What follows belongs to an exercise in optimizing a design on an open flow for small area and few clock cycles; a production flow would make more cautious choices.
Only simulation tests tie the RTL to the original design; equivalence was not proved.

== north ==
==> flow/design.v (excerpt) <==
module rotated_span_address_generator_core (
    input  wire logic                        i_clk,
    input  wire logic                        i_rst_n,
    input  wire logic                        i_start,
    output logic                             o_busy,
    input  wire logic                        i_cfg_we,
    input  wire logic [2:0]                  i_cfg_index,
    input  wire logic [15:0]                 i_cfg_data,
    input  wire logic signed [15:0]          i_row_offset,
    input  wire logic signed [15:0]          i_column_offset,
    input  wire logic signed [15:0]          i_src_start_x,
    input  wire logic signed [15:0]          i_src_start_y,
    input  wire logic signed [31:0]          i_step_x,
    input  wire logic signed [31:0]          i_step_y,
    input  wire logic [rsag_pkg::LEN_W-1:0]  i_span_length,
    output logic                             o_valid,
    output logic signed [47:0]               o_source_offset,
    output logic signed [47:0]               o_dest_offset,
    output logic                             o_last_pixel
);
Settings: LEC_CHECK=0, ABC_AREA=1, CAP_MARGIN=20, CORE_MARGIN=2, CORE_UTILIZATION=65, CTS_BUF_LIST=sky130_fd_sc_hd__clkbuf_16, CTS_CLUSTER_DIAMETER=80, CTS_CLUSTER_SIZE=20, SLEW_MARGIN=20; clock period 7.0 ns.
run.sh (not shown) runs the stock make flow with config.mk's settings and CLKGATE_MAP_FILE= SYNTH_SCRIPT=/design/flow/synth_recipe.tcl, a recipe that flattens the netlist after the stock synthesis.
Testbench counts of north, summed over its fixed seeds: cycles 126,883.
> inputs changed (north -> south)
--- a/flow/design.v
+++ b/flow/design.v
@@ -69,22 +69,24 @@
         p_pp   = pd[1] ? {p_a[33:0], 1'b0} : (pd[0] ? p_a : 35'd0);
         p_t    = {r_p[51], r_p[51:18]} + (pd[2] ? ~p_pp : p_pp) + {34'd0, pd[2]};
         p_next = {p_t[34], p_t[34:2], p_t[1:0], r_p[17:2]};
     end
     logic [2:0]  kd, dd;
     logic [19:0] k_t, d_t, k_pp, d_pp;
+    logic [36:0] d_next;
     always_comb begin
         kd   = booth(r_k[1], r_k[0], r_kprev);
         k_pp = kd[1] ? {2'b00, i_ss, 1'b0} : (kd[0] ? {3'b000, i_ss} : 20'd0);
         k_t  = {r_k[34], r_k[34:16]} + (kd[2] ? ~k_pp : k_pp) + {19'd0, kd[2]};
         dd   = booth(r_d[1], r_d[0], r_dprev);
         d_pp = dd[1] ? {2'b00, i_ds, 1'b0} : (dd[0] ? {3'b000, i_ds} : 20'd0);
         d_t  = {r_d[36], r_d[36:18]} + (dd[2] ? ~d_pp : d_pp) + {19'd0, dd[2]};
+        d_next = {d_t[19], d_t[19:2], d_t[1:0], r_d[17:2]};
     end
     wire last_f   = (r_cnt == 4'd3);
-    wire last_mul = (r_cnt == 4'd8);
+    wire last_mul = (r_cnt == 4'd7);
     always_ff @(posedge i_clk) begin
         if (!i_rst_n) begin
             r_state <= ST_IDLE;
         end else if (i_load) begin
             r_state <= !i_accept ? ST_IDLE : (i_f == 6'd0) ? ST_MUL : ST_FIN;
         end else begin
@@ -144,27 +146,25 @@
                     end
                 end
                 ST_MUL: begin
                     r_cnt   <= r_cnt + 4'd1;
                     r_p     <= p_next;
                     r_pprev <= r_p[1];
-                    r_d     <= {d_t[19], d_t[19:2], d_t[1:0], r_d[17:2]};
+                    r_d     <= d_next;
                     r_dprev <= r_d[1];
-                    if (!last_mul) begin
-                        r_k     <= {k_t[19], k_t[19:2], k_t[1:0], r_k[15:2]};
-                        r_kprev <= r_k[1];
-                    end
+                    r_k     <= {k_t[19], k_t[19:2], k_t[1:0], r_k[15:2]};
+                    r_kprev <= r_k[1];
                 end
                 default: ;
             endcase
         end
     end
     assign o_busy = (r_state != ST_IDLE);
     assign o_done = (r_state == ST_DONE);
-    assign o_src  = r_p[38:0];
-    assign o_dst  = r_d[33:0];
+    assign o_src  = p_next[38:0];
+    assign o_dst  = d_next[33:0];
     assign o_inc  = r_k[33:0];
     assign o_fx0  = r_fx0;
     assign o_fy0  = r_fy0;
     assign o_fx   = r_fx;
     assign o_fy   = r_fy;
     assign o_nm1  = r_g - r_f;
@@ -194,12 +194,18 @@
     logic [5:0]  r_left;
     logic [38:0] r_src;
     logic [33:0] r_dst, r_inc;
     logic [15:0] r_fxa, r_fya, r_fx, r_fy;
     logic [16:0] fx_sum, fy_sum;
     logic [38:0] src_sum;
+    logic [32:0] dcar;    
+    always_comb begin
+        dcar[0] = 1'b1;
+        for (int k = 1; k < 33; k++)
+            dcar[k] = dcar[k-1] & r_dst[k];
+    end
     always_comb begin
         fx_sum  = {1'b0, r_fxa} + {1'b0, r_fx};
         fy_sum  = {1'b0, r_fya} + {1'b0, r_fy};
         src_sum = r_src + {{5{r_inc[33]}}, r_inc}
                 + {23'd0, fy_sum[16] ? i_ss : 16'd0}
                 + {37'd0, fx_sum[16], 1'b0};
@@ -223,13 +229,13 @@
             r_fya  <= i_fy0;
             r_fx   <= i_fx;
             r_fy   <= i_fy;
         end else begin
             r_left <= r_left - 6'd1;
             r_src  <= src_sum;
-            r_dst  <= {r_dst[33:1] + 33'd1, r_dst[0]};
+            r_dst  <= {r_dst[33:1] ^ dcar, r_dst[0]};
             r_fxa  <= fx_sum[15:0];
             r_fya  <= fy_sum[15:0];
         end
     end
     assign o_free          = !r_valid || (r_left == 6'd0);
     assign o_valid         = r_valid;
- Relative to north, core utilization has gone down in south.
- The lower number of buffers and inverters on the critical path of south and north is in south.
- Delta (south minus north): max-slew headroom at the worst pin increased 3.3 points; via count decreased 1.9%.
Testbench counts of south, summed over its fixed seeds: cycles 125,535.

[afterwards: timing with drivers on the ports]
In the flow no input, the clock included, has a driving cell. The finished layouts below were timed again as built, in two steps. Step 1: set_driving_cell puts a clkbuf_16 on i_clk and a buf_2 on each other input, an assumption about the parent block. Step 2 also shifts input and output timing later by t, the mid clock arrival at the registers, as if the neighbouring blocks saw the same clock. a / b / c = ideal / step 1 / step 2; a / b = the first two.
run	t (ns)	slack for setup (ns)	worst hold slack (ns)	slew at the worst register clock pin (ns)	pins driven straight from the clock port
north	0.649	0.552 / 0.552 / -0.029	0.455 / 0.455 / 0.455	0.09 / 0.09	1
south	0.635	0.392 / 0.392 / -0.205	0.459 / 0.459 / 0.459	0.09 / 0.09	1
Met with ideal ports but missed after step 2: setup timing in north and south. For south, which loses most, drivers alone change the setup slack by 0.000 ns; drivers and shift together by -0.597 ns.
